What follows belongs to an exercise in optimizing a design on an open flow for a short achievable clock period and few clock cycles; a production flow would make more cautious choices.
In this exercise RTL edits were held to simulation tests only and were not proved equivalent to the original.
No activity file was given, so power comes from the tool's default toggle rates.

File: design/flow/design.v
package isa_pkg;
    typedef logic [32-1:0]     word_t;
    typedef logic [5-1:0]   reg_idx_t;
    typedef logic [17-1:0]    imm_t;
    typedef logic [27-1:0] target_t;
    typedef enum logic [5-1:0] {
        op_alu  = 5'd0,
        op_j    = 5'd1,
        op_bne  = 5'd2,
        op_jal  = 5'd3,
        op_jr   = 5'd4,
        op_addi = 5'd5,
        op_blt  = 5'd6,
        op_sw   = 5'd7,
        op_lw   = 5'd8
    } opcode_e;
    typedef enum logic [5-1:0] {
        alu_add = 5'd0,
        alu_sub = 5'd1,
        alu_and = 5'd2,
        alu_or  = 5'd3,
        alu_sll = 5'd4,
        alu_sra = 5'd5
    } alu_op_e;
    typedef struct packed {
        logic     is_j;
        logic     is_bne;
        logic     is_jal;
        logic     is_jr;
        logic     is_blt;
        logic     is_sw;
        logic     is_lw;
        logic     reg_write;   
        reg_idx_t dest;
        logic     sel_add;     
        logic     sel_sub;     
        logic     sel_addi;    
        logic     sel_logic;   
        logic     sel_shift;   
        logic     is_and;      
        logic     is_sll;      
    } ctrl_t;
endpackage
`timescale 1ns/1ps
module instr_decoder (
    input  isa_pkg::word_t instr,
    output isa_pkg::ctrl_t ctrl
);
    logic [5-1:0]     op;
    logic [5-1:0] aop;
    isa_pkg::reg_idx_t        f_rd;
    logic                     is_alu;
    assign op     = instr[27 +: 5];
    assign aop    = instr[2 +: 5];
    assign f_rd   = instr[22 +: 5];
    assign is_alu = (op == isa_pkg::op_alu);
    always_comb begin
        ctrl           = '0;
        ctrl.is_j      = (op == isa_pkg::op_j);
        ctrl.is_bne    = (op == isa_pkg::op_bne);
        ctrl.is_jal    = (op == isa_pkg::op_jal);
        ctrl.is_jr     = (op == isa_pkg::op_jr);
        ctrl.is_blt    = (op == isa_pkg::op_blt);
        ctrl.is_sw     = (op == isa_pkg::op_sw);
        ctrl.is_lw     = (op == isa_pkg::op_lw);
        ctrl.sel_add   = is_alu && (aop == isa_pkg::alu_add);
        ctrl.sel_sub   = is_alu && (aop == isa_pkg::alu_sub);
        ctrl.sel_logic = is_alu && (aop == isa_pkg::alu_and || aop == isa_pkg::alu_or);
        ctrl.sel_shift = is_alu && (aop == isa_pkg::alu_sll || aop == isa_pkg::alu_sra);
        ctrl.sel_addi  = (op == isa_pkg::op_addi);
        ctrl.is_and    = (aop == isa_pkg::alu_and);
        ctrl.is_sll    = (aop == isa_pkg::alu_sll);
        ctrl.dest      = ctrl.is_jal ? 5'd31 : f_rd;
        ctrl.reg_write = ctrl.is_jal ||
                         ((ctrl.sel_add || ctrl.sel_sub || ctrl.sel_logic || ctrl.sel_shift ||
                           ctrl.sel_addi || ctrl.is_lw) && (f_rd != '0));
    end
endmodule
`timescale 1ns/1ps
module ks_add #(
    parameter int W   = 32,
    parameter bit CIN = 1'b0
) (
    input  logic [W-1:0] a,
    input  logic [W-1:0] b,
    output logic [W-1:0] sum
);
    localparam int L = (W > 16) ? 5 : (W > 8) ? 4 : (W > 4) ? 3 : (W > 2) ? 2 : 1;
    logic [W-1:0] g [0:L];
    logic [W-1:0] p [0:L];
    logic [W-1:0] carry;
    assign g[0] = (a & b) | {{(W-1){1'b0}}, CIN & (a[0] ^ b[0])};
    assign p[0] = a ^ b;
    for (genvar l = 0; l < L; l++) begin : lvl
        for (genvar i = 0; i < W; i++) begin : bit_
            if (i >= (1 << l)) begin : merge
                assign g[l+1][i] = g[l][i] | (p[l][i] & g[l][i-(1<<l)]);
                assign p[l+1][i] = p[l][i] & p[l][i-(1<<l)];
            end else begin : pass
                assign g[l+1][i] = g[l][i];
                assign p[l+1][i] = p[l][i];
            end
        end
    end
    assign carry = {g[L][W-2:0], CIN};
    assign sum   = p[0] ^ carry;
endmodule
module lt_signed #(
    parameter int W = 32
) (
    input  logic [W-1:0] a,
    input  logic [W-1:0] b,
    output logic         lt
);
    localparam int L = (W > 16) ? 5 : (W > 8) ? 4 : (W > 4) ? 3 : (W > 2) ? 2 : 1;
    logic [W-1:0] x;
    logic [W-1:0] y;
    logic [W-1:0] g [0:L];
    logic [W-1:0] p [0:L];
    assign x = {~a[W-1], a[W-2:0]};
    assign y = {b[W-1], ~b[W-2:0]};
    assign g[0] = x & y;
    assign p[0] = x | y;
    for (genvar l = 0; l < L; l++) begin : lvl
        for (genvar i = 0; i < W; i++) begin : bit_
            if (i >= (1 << l)) begin : merge
                assign g[l+1][i] = g[l][i] | (p[l][i] & g[l][i-(1<<l)]);
                assign p[l+1][i] = p[l][i] & p[l][i-(1<<l)];
            end else begin : pass
                assign g[l+1][i] = g[l][i];
                assign p[l+1][i] = p[l][i];
            end
        end
    end
    assign lt = !(g[L][W-1] | p[L][W-1]);
endmodule
module alu (
    input  isa_pkg::word_t    a,
    input  isa_pkg::word_t    b,
    input  isa_pkg::word_t    imm,
    input  isa_pkg::reg_idx_t shamt,
    input  logic              is_and,
    input  logic              is_sll,
    output isa_pkg::word_t    sum,
    output isa_pkg::word_t    diff,
    output isa_pkg::word_t    sum_imm,
    output isa_pkg::word_t    logic_res,
    output isa_pkg::word_t    shift_res
);
    ks_add #(.W(32), .CIN(1'b0)) add_rr  (.a(a), .b(b),   .sum(sum));
    ks_add #(.W(32), .CIN(1'b1)) sub_rr  (.a(a), .b(~b),  .sum(diff));
    ks_add #(.W(32), .CIN(1'b0)) add_imm (.a(a), .b(imm), .sum(sum_imm));
    assign logic_res = is_and ? (a & b) : (a | b);
    assign shift_res = is_sll ? (a << shamt) : isa_pkg::word_t'($signed(a) >>> shamt);
endmodule
module branch_cmp (
    input  isa_pkg::word_t reg_rd,
    input  isa_pkg::word_t reg_rs,
    input  isa_pkg::word_t m_val,
    input  logic           fwd_rd,
    input  logic           fwd_rs,
    output logic           ne,
    output logic           lt
);
    logic lt_rr;
    logic lt_mr;
    logic lt_rm;
    lt_signed #(.W(32)) c_rr (.a(reg_rd), .b(reg_rs), .lt(lt_rr));
    lt_signed #(.W(32)) c_mr (.a(m_val),  .b(reg_rs), .lt(lt_mr));
    lt_signed #(.W(32)) c_rm (.a(reg_rd), .b(m_val),  .lt(lt_rm));
    always_comb begin
        case ({fwd_rd, fwd_rs})
            2'b00:   begin ne = (reg_rd != reg_rs); lt = lt_rr; end
            2'b10:   begin ne = (m_val != reg_rs);  lt = lt_mr; end
            2'b01:   begin ne = (reg_rd != m_val);  lt = lt_rm; end
            default: begin ne = 1'b0;               lt = 1'b0;  end
        endcase
    end
endmodule
`timescale 1ns/1ps
module reg_file (
    input  logic              clock,
    input  logic              rst,
    input  isa_pkg::reg_idx_t rd_idx_a,
    input  isa_pkg::reg_idx_t rd_idx_b,
    input  isa_pkg::reg_idx_t rd_idx_c,
    input  isa_pkg::reg_idx_t wr_idx,
    input  logic              wr_en,
    input  isa_pkg::word_t    wr_data,
    output isa_pkg::word_t    rd_data_a,
    output isa_pkg::word_t    rd_data_b,
    output isa_pkg::word_t    rd_data_c
);
    isa_pkg::word_t regs [1:32-1];
    always_ff @(posedge clock) begin
        if (rst) begin
            for (int i = 1; i < 32; i++) begin
                regs[i] <= '0;
            end
        end else if (wr_en && wr_idx != '0) begin
            regs[wr_idx] <= wr_data;
        end
    end
    assign rd_data_a = (rd_idx_a == '0) ? '0 : regs[rd_idx_a];
    assign rd_data_b = (rd_idx_b == '0) ? '0 : regs[rd_idx_b];
    assign rd_data_c = (rd_idx_c == '0) ? '0 : regs[rd_idx_c];
endmodule
`timescale 1ns/1ps
module hazard_unit (
    input  isa_pkg::reg_idx_t src,
    input  isa_pkg::word_t    reg_val,
    input  logic              e_write,
    input  isa_pkg::reg_idx_t e_rd,
    input  logic              m_write,
    input  isa_pkg::reg_idx_t m_rd,
    input  isa_pkg::word_t    m_val,
    input  logic              w_write,
    input  isa_pkg::reg_idx_t w_rd,
    input  isa_pkg::word_t    w_val,
    output isa_pkg::word_t    value,
    output logic              fwd_e
);
    logic m_hit;
    logic w_hit;
    assign fwd_e = e_write && (e_rd == src);
    assign m_hit = m_write && (m_rd == src);
    assign w_hit = w_write && (w_rd == src);
    always_comb begin
        if (m_hit) begin
            value = m_val;
        end else if (w_hit) begin
            value = w_val;
        end else begin
            value = reg_val;
        end
    end
endmodule
`timescale 1ns/1ps
module cpu_core (
    input  logic           clock,
    input  logic           rst,
    output isa_pkg::word_t address_imem,
    input  isa_pkg::word_t instr,
    output isa_pkg::word_t address_dmem,
    output isa_pkg::word_t data,
    output logic           wren,
    input  isa_pkg::word_t q_dmem
);
    localparam int BP_BITS = 6;
    localparam int BP_N    = 1 << BP_BITS;
    isa_pkg::word_t     pc;         
    isa_pkg::word_t     link_pred;  
    isa_pkg::word_t     pc_pred;
    isa_pkg::word_t     pc_next;
    logic [1:0]         bp_ctr [BP_N];
    logic [BP_N-1:0]    bp_valid;
    logic [BP_BITS-1:0] f_idx;
    isa_pkg::ctrl_t     ctrl;
    isa_pkg::reg_idx_t  f_rd;
    isa_pkg::reg_idx_t  f_rs;
    isa_pkg::reg_idx_t  f_rt;
    isa_pkg::word_t     imm;
    isa_pkg::word_t     target;
    isa_pkg::word_t     rf_rs;
    isa_pkg::word_t     rf_rt;
    isa_pkg::word_t     rf_rd;
    isa_pkg::word_t     d_rs;
    isa_pkg::word_t     d_rt;
    isa_pkg::word_t     d_rd;
    logic               d_fwd_rs;
    logic               d_fwd_rt;
    logic               d_fwd_rd;
    isa_pkg::word_t     pc_inc;
    isa_pkg::word_t     pc_branch;
    logic               static_taken;
    logic               pred_taken;
    isa_pkg::ctrl_t     e_ctrl;
    isa_pkg::word_t     e_pc_inc;
    isa_pkg::word_t     e_alt;      
    isa_pkg::word_t     e_link;     
    logic               e_pred;     
    logic               e_static;   
    logic [BP_BITS-1:0] e_idx;
    isa_pkg::word_t     e_imm;
    isa_pkg::reg_idx_t  e_shamt;
    isa_pkg::word_t     e_rs_r;
    isa_pkg::word_t     e_rt_r;
    isa_pkg::word_t     e_rd_r;
    logic               e_fwd_rs;
    logic               e_fwd_rt;
    logic               e_fwd_rd;
    isa_pkg::word_t     e_rs;
    isa_pkg::word_t     e_rt;
    isa_pkg::word_t     e_rd;
    isa_pkg::word_t     e_sum;
    isa_pkg::word_t     e_diff;
    isa_pkg::word_t     e_addr;
    isa_pkg::word_t     e_logic;
    isa_pkg::word_t     e_shift;
    logic               e_ne;
    logic               e_lt;
    logic               e_taken;
    logic               e_jr_miss;
    logic               mispredict;
    isa_pkg::word_t     redirect_pc;
    logic               t_branch;
    logic               t_taken;
    logic               t_static;
    logic [BP_BITS-1:0] t_idx;
    logic [1:0]         t_ctr;
    logic [1:0]         t_ctr_new;
    logic               m_write;    
    logic               m_load;
    logic               m_store;
    isa_pkg::reg_idx_t  m_rd;
    logic               m_sel_add;
    logic               m_sel_sub;
    logic               m_sel_addi;
    logic               m_sel_logic;
    logic               m_sel_shift;
    logic               m_sel_link;
    isa_pkg::word_t     m_sum;
    logic [31:1]        m_diff;     
    isa_pkg::word_t     m_addr;     
    isa_pkg::word_t     m_logic;
    isa_pkg::word_t     m_shift;
    isa_pkg::word_t     m_link;
    isa_pkg::word_t     m_data;
    isa_pkg::word_t     m_result;
    isa_pkg::word_t     m_val;
    logic               w_write;
    isa_pkg::reg_idx_t  w_rd;
    isa_pkg::word_t     w_val;
    assign f_rd   = instr[22 +: 5];
    assign f_rs   = instr[17 +: 5];
    assign f_rt   = instr[12 +: 5];
    assign imm    = {{(32-17){instr[17-1]}}, instr[17-1:0]};
    assign target = {{(32-27){1'b0}}, instr[27-1:0]};
    assign address_imem = pc;
    instr_decoder dec (
        .instr (instr),
        .ctrl  (ctrl)
    );
    reg_file u_reg_file (
        .clock     (clock),
        .rst       (rst),
        .rd_idx_a  (f_rs),
        .rd_idx_b  (f_rt),
        .rd_idx_c  (f_rd),
        .wr_idx    (w_rd),
        .wr_en     (w_write),
        .wr_data   (w_val),
        .rd_data_a (rf_rs),
        .rd_data_b (rf_rt),
        .rd_data_c (rf_rd)
    );
    hazard_unit hz_rs (
        .src(f_rs), .reg_val(rf_rs), .e_write(e_ctrl.reg_write), .e_rd(e_ctrl.dest),
        .m_write(m_write), .m_rd(m_rd), .m_val(m_val),
        .w_write(w_write), .w_rd(w_rd), .w_val(w_val),
        .value(d_rs), .fwd_e(d_fwd_rs)
    );
    hazard_unit hz_rt (
        .src(f_rt), .reg_val(rf_rt), .e_write(e_ctrl.reg_write), .e_rd(e_ctrl.dest),
        .m_write(m_write), .m_rd(m_rd), .m_val(m_val),
        .w_write(w_write), .w_rd(w_rd), .w_val(w_val),
        .value(d_rt), .fwd_e(d_fwd_rt)
    );
    hazard_unit hz_rd (
        .src(f_rd), .reg_val(rf_rd), .e_write(e_ctrl.reg_write), .e_rd(e_ctrl.dest),
        .m_write(m_write), .m_rd(m_rd), .m_val(m_val),
        .w_write(w_write), .w_rd(w_rd), .w_val(w_val),
        .value(d_rd), .fwd_e(d_fwd_rd)
    );
    assign pc_inc = pc + 32'd1;
    ks_add #(.W(32), .CIN(1'b1)) add_target (.a(pc), .b(imm), .sum(pc_branch));
    assign f_idx        = pc[BP_BITS-1:0];
    assign static_taken = ctrl.is_bne || instr[17-1];
    assign pred_taken   = (ctrl.is_bne || ctrl.is_blt) &&
                          (bp_valid[f_idx] ? bp_ctr[f_idx][1] : static_taken);
    always_comb begin
        if (ctrl.is_j || ctrl.is_jal) begin
            pc_pred = target;
        end else if (ctrl.is_jr) begin
            pc_pred = link_pred;
        end else if (pred_taken) begin
            pc_pred = pc_branch;
        end else begin
            pc_pred = pc_inc;
        end
    end
    assign pc_next = mispredict ? redirect_pc : pc_pred;
    always_ff @(posedge clock) begin
        if (rst) begin
            pc        <= 32'd0;
            link_pred <= '0;
        end else begin
            pc <= pc_next;
            if (ctrl.is_jal) begin
                link_pred <= pc_inc;
            end
        end
    end
    always_ff @(posedge clock) begin
        if (rst || mispredict) begin
            e_ctrl <= '0;
        end else begin
            e_ctrl <= ctrl;
        end
        e_pc_inc <= pc_inc;
        e_alt    <= pred_taken ? pc_inc : pc_branch;
        e_pred   <= pred_taken;
        e_static <= static_taken;
        e_idx    <= f_idx;
        e_link   <= link_pred;
        e_imm    <= imm;
        e_shamt  <= instr[7 +: 5];
        e_rs_r   <= d_rs;
        e_rt_r   <= d_rt;
        e_rd_r   <= d_rd;
        e_fwd_rs <= d_fwd_rs;
        e_fwd_rt <= d_fwd_rt;
        e_fwd_rd <= d_fwd_rd;
    end
    assign e_rs = e_fwd_rs ? m_val : e_rs_r;
    assign e_rt = e_fwd_rt ? m_val : e_rt_r;
    assign e_rd = e_fwd_rd ? m_val : e_rd_r;
    alu u_alu (
        .a         (e_rs),
        .b         (e_rt),
        .imm       (e_imm),
        .shamt     (e_shamt),
        .is_and    (e_ctrl.is_and),
        .is_sll    (e_ctrl.is_sll),
        .sum       (e_sum),
        .diff      (e_diff),
        .sum_imm   (e_addr),
        .logic_res (e_logic),
        .shift_res (e_shift)
    );
    branch_cmp u_cmp (
        .reg_rd (e_rd_r),
        .reg_rs (e_rs_r),
        .m_val  (m_val),
        .fwd_rd (e_fwd_rd),
        .fwd_rs (e_fwd_rs),
        .ne     (e_ne),
        .lt     (e_lt)
    );
    assign e_taken   = e_ctrl.is_bne ? e_ne : e_lt;
    assign e_jr_miss = e_fwd_rd ? (m_val != e_link) : (e_rd_r != e_link);
    assign mispredict = ((e_ctrl.is_bne || e_ctrl.is_blt) && (e_taken != e_pred)) ||
                        (e_ctrl.is_jr && e_jr_miss);
    assign redirect_pc = e_ctrl.is_jr ? e_rd : e_alt;
    always_ff @(posedge clock) begin
        if (rst) begin
            t_branch <= 1'b0;
        end else begin
            t_branch <= e_ctrl.is_bne || e_ctrl.is_blt;
        end
        t_taken  <= e_taken;
        t_static <= e_static;
        t_idx    <= e_idx;
    end
    assign t_ctr = bp_valid[t_idx] ? bp_ctr[t_idx] : (t_static ? 2'd2 : 2'd1);
    always_comb begin
        if (t_taken) begin
            t_ctr_new = (t_ctr == 2'd3) ? 2'd3 : t_ctr + 2'd1;
        end else begin
            t_ctr_new = (t_ctr == 2'd0) ? 2'd0 : t_ctr - 2'd1;
        end
    end
    always_ff @(posedge clock) begin
        if (rst) begin
            bp_valid <= '0;
            for (int i = 0; i < BP_N; i++) begin
                bp_ctr[i] <= 2'd0;
            end
        end else if (t_branch) begin
            bp_valid[t_idx] <= 1'b1;
            bp_ctr[t_idx]   <= t_ctr_new;
        end
    end
    always_ff @(posedge clock) begin
        if (rst) begin
            m_write <= 1'b0;
            m_store <= 1'b0;
        end else begin
            m_write <= e_ctrl.reg_write;
            m_store <= e_ctrl.is_sw;
        end
        m_load      <= e_ctrl.is_lw;
        m_rd        <= e_ctrl.dest;
        m_sel_add   <= e_ctrl.sel_add;
        m_sel_sub   <= e_ctrl.sel_sub;
        m_sel_addi  <= e_ctrl.sel_addi;
        m_sel_logic <= e_ctrl.sel_logic;
        m_sel_shift <= e_ctrl.sel_shift;
        m_sel_link  <= e_ctrl.is_jal;
        m_sum       <= e_sum;
        m_diff      <= e_diff[31:1];
        m_addr      <= e_addr;
        m_logic     <= e_logic;
        m_shift     <= e_shift;
        m_link      <= e_pc_inc;
        m_data      <= e_rd;
    end
    assign m_result = ({32{m_sel_add}}   & m_sum)              |
                      ({32{m_sel_sub}}   & {m_diff, m_sum[0]}) |
                      ({32{m_sel_addi}}  & m_addr)             |
                      ({32{m_sel_logic}} & m_logic)            |
                      ({32{m_sel_shift}} & m_shift)            |
                      ({32{m_sel_link}}  & m_link);
    assign m_val        = m_load ? q_dmem : m_result;
    assign address_dmem = m_addr;
    assign data         = m_data;
    assign wren         = m_store;
    always_ff @(posedge clock) begin
        if (rst) begin
            w_write <= 1'b0;
        end else begin
            w_write <= m_write;
        end
        w_rd  <= m_rd;
        w_val <= m_val;
    end
endmodule
File: design/flow/run.sh
#!/bin/bash
# synth_recipe.tcl (not shown) runs the flow's synth.tcl, then flattens the netlist and writes it again
# the make line also repeats each setting of config.mk as NAME=value (left out here)
make -C /OpenROAD-flow-scripts/flow DESIGN_CONFIG=/design/flow/config.mk WORK_HOME=/design/flow/orfs CLKGATE_MAP_FILE= SYNTH_SCRIPT=/design/flow/synth_recipe.tcl finish
File: design/flow/config.mk
export PLATFORM = sky130hd
export DESIGN_NAME = cpu_core
export DESIGN_NICKNAME = cpu_core
export VERILOG_FILES = /design/flow/design.v
export SDC_FILE = /design/flow/constraint.sdc
export NUM_CORES = 4
export LEC_CHECK = 0
export ABC_AREA = 1
export CAP_MARGIN = 20
export CORE_MARGIN = 2
export CORE_UTILIZATION = 40
export SETUP_SLACK_MARGIN = 5
export SLEW_MARGIN = 20
export SYNTH_HIERARCHICAL = 1
File: design/flow/constraint.sdc
create_clock -name core_clock -period 8.0 [get_ports {clock}]
set_input_delay 1.6000 -clock core_clock [delete_from_list [all_inputs] [get_ports {clock}]]
set_output_delay 1.6000 -clock core_clock [all_outputs]
set_load 0.01 [all_outputs]
==> key figures <==
Logic synthesis
  – Post-Synthesis Cells: between 15000 and 20000
  – Area of the mapped netlist: roughly 0.12 sq mm
  – Syn Area/Cell: around 6.6 sq um
  – Number of warnings printed during yosys synthesis: 20

Critical path
  – Critical register-to-register path endpoint: pc[29]
  – Worst setup SP type: primary input
  – Data required, critical path: between 8 and 9 ns
  – Kind of critical path: primary input to flip-flop
  – Register-to-Register Setup Slack: around 4.4 ns
  – Arr. time, crit path: about 4.4 ns
  – Critical path fanouts, max: 9
  – Startpoint of the worst register-to-register path: m_sel_addi
  – Depth of the worst register-to-register path: 24
  – Critical path capture point type: flip-flop

Final layout
  – Most frequent standard cell in the layout excluding fill and tap cells: sky130_fd_sc_hd__nand2_1
  – Largest register FFs: just over 1000
  – Area overhead of the layout relative to synthesis: 20.4%
  – Most flop-heavy register: u_reg_file.regs
  – Post-layout instance area: ~0.14 sq mm
  – Biggest registers after layout: u_reg_file.regs (1024), bp_ctr (128), bp_valid (64)
  – Nets: ~18000
  – Fraction of layout cells with a size suffix above 1: roughly an eighth
  – Highest-count cells in the layout ignoring fill and taps: 6148 x sky130_fd_sc_hd__nand2_1, 2405 x sky130_fd_sc_hd__nand3_1, 2263 x sky130_fd_sc_hd__nor2_1
  – Number of standard cells in the final layout excluding fillers: about 22000

Clock network
  – Buffer depth of the longest clock path: 4
  – Clock-pin transition on the worst setup and hold timing paths: ~0.060 ns
  – Cell at the root of the clock tree: sky130_fd_sc_hd__clkbuf_16
  – Sinks on Clock Net: roughly 1800
  – Clock latency on the worst-skew pair: roughly 0.98 ns
  – Post-CTS Hold Fix Bufs: 0
  – CTS tree: yes
  – Cts bufs inserted: between 200 and 250
  – CTS HTree Levels: 4

Timing
  – Final setup slack of the worst path: approximately 4.4 ns
  – Minimum clock period after layout: roughly 3.6 ns
  – Worst setup skew after layout: 0.0502 ns
  – Final Slew Violations: 0
  – Setup TNS: 0 ns
  – Unrepaired setup endpoints after global routing: yes
  – Slew at the pin with the worst max-slew slack: between 1 and 1.5 ns
  – Total count of hold-check failures in the final report: 0
  – Post-route clock period utilization: roughly 45%
  – Setup violations, final: 0
  – Worst-case headroom to the max-slew limit: approximately 18%
  – Highest Clock Rate: between 0.2 and 0.3 GHz

Worst hold path
  – Hold Path Origin: e_idx[1]
  – Number of cells on the worst hold path: 0
  – Worst hold-check path type: flip-flop to flip-flop
  – Terminating pin of the worst hold path: t_idx[1]

Placement
  – Cell count after placement: 21200
  – Post-placement setup slack: between 2 and 2.5 ns
  – Global placer's final weighted congestion: 0.985
  – Placed standard-cell area: ~0.12 sq mm
  – Number of buffer cells added on primary ports: about 160
  – Detailed Place HPWL: 342000 um

Drt
  – Via count: between 100k and 150k
  – Number of DRC markers after the initial detailed-route iteration: about 24000
  – Sum of routed wire length over all layers: about 620000 um
  – Vias per inst: 6.03
  – Average wire per cell in the routed design: ~28 um
  – Count of TritonRoute iterations in the first routing pass: 12
  – DRC violation count after routing: 0
  – Final ANT Viol Nets: 0

Global route
  – First-pass GRT wire length: ~840000 um
  – Via count of the first global-routing pass: ~120k
  – Initial antenna violation count: 32
  – Maximum number of pins on one net before global-route repair: between 80 and 90
  – Total track usage: a little under two fifths
  – Overflow left after global routing: 0

Power and ir drop
  – Static power due to leakage: about 63 nW
  – Total power of the final layout: ~29 mW
  – Power density over cell area: a little over 200 mW/mm^2
  – Peak supply drop: 0.172 mV

Floorplanning
  – Count of pins on the block boundary: 163
  – Area of the placeable core: slightly below 0.3 sq mm
  – Full die area: around 0.3 sq mm
  – Starting utilization of the core area: 40.2%
  – DIE WIDTH: 548 um
  – Vertical die dimension: 548 um
  – Row Count: ~200

Run status
  – Run status: no timing/DRC/antenna violations

Flow run
  – MaxCap Viol Count: 0
## area by class of cell
cell class	instances	area, sq um
multi-input combinational	13700	65000
timing repair inverter	27	269
clock inverter	109	1120
clock buffer	275	5790
timing repair buffer	840	11600
antenna	9	22.5
tap	3919	4900
inverter	1422	5960
sequential	1803	47900
fill	29200	152000
## layer usage
metal	up-vias	routed length, um	global-route usage, %
li1	58100	-	-
met1	61000	223000	48.8
met2	11200	247000	54.2
met3	2790	100000	13.4
met4	36	52100	25.4
met5	-	832	0.617
## worst max-delay path by stage
stage,start,end,slack [ns]
detailed placement,q_dmem[8],e_ctrl[12],2.18
floorplan,q_dmem[31],pc[10],4.16
global route,m_sel_sub,pc[30],4.28
finish,q_dmem[22],pc[29],4.44
CTS,m_sel_sub,pc[29],4.42
global placement,q_dmem[28],e_ctrl[1],2.17
## per-stage QoR
| step | utilization (%) | hold slack [ns] |
|---|---|---|
| 2_1_floorplan | - | 0.310 |
| 3_3_place_gp | 41.7 | 0.310 |
| 3_5_place_dp | 41.7 | 0.312 |
| 4_1_cts | 46.8 | 0.324 |
| 5_1_grt | 48.4 | 0.328 |
| 6_report | 48.4 | 0.325 |
## critical path, cell delays in order
cell and delay, ns:
sky130_fd_sc_hd__clkdlybuf4s15_2 0.23, sky130_fd_sc_hd__or2_4 0.28, sky130_fd_sc_hd__nand2_4 0.12, sky130_fd_sc_hd__inv_6 0.07
sky130_fd_sc_hd__inv_2 0.07, sky130_fd_sc_hd__o211ai_2 0.09, sky130_fd_sc_hd__nor2_2 0.14, sky130_fd_sc_hd__nand3_1 0.08
sky130_fd_sc_hd__and2b_1 0.21, sky130_fd_sc_hd__a21oi_2 0.05, sky130_fd_sc_hd__nand2_1 0.08, sky130_fd_sc_hd__o21ai_2 0.06
sky130_fd_sc_hd__mux2_4 0.32, sky130_fd_sc_hd__xor2_1 0.15, sky130_fd_sc_hd__o21ai_1 0.09, sky130_fd_sc_hd__buf_6 0.16
sky130_fd_sc_hd__nand2_8 0.15, sky130_fd_sc_hd__nor2_4 0.22, sky130_fd_sc_hd__nand2_2 0.07, sky130_fd_sc_hd__a21oi_2 0.12
## report_power, final
part           switching [mW]  internal, mW  total, mW
Sequential              0.631          10.6       11.2
Clock                    4.40          5.69       10.1
Combinational            5.19          2.32       7.51
## repair_timing
item | CTS | global route
setup endpoints to repair | 2696 | 1784
buffers inserted | 169 | 150
cloned | 122 | 67
pin swaps | 131 | 178
gates resized for setup | 1567 | 603
Testbench counts, summed over its fixed seeds: cycles 37,199.

[re-timing with driven ports]
The results above use ideal ports. As a check the final layout listed here was re-extracted and re-timed, cells and wires unchanged. Step 1: set_driving_cell puts a clkbuf_16 on clock and a buf_2 on each other input, an assumption about the parent block. Step 2, shift: input delay + t, output delay - t, t = (earliest + latest rising clock arrival at the registers) / 2. This alone moves slack from input paths to output paths. Slacks: no drivers / after step 1 / after step 2; pairs: no drivers / after step 1.
t, ns: 1.039
setup slack, ns: 4.438 / 4.442 / 3.464
worst setup path after step 2: input to register
slew at the worst register clock pin (ns): 0.07 / 0.07
worst slew at a driven data input, ns: 0.60
After both steps setup and hold are still met in this run. For this run, drivers alone change the setup slack by +0.004 ns; drivers and shift together by -0.974 ns.
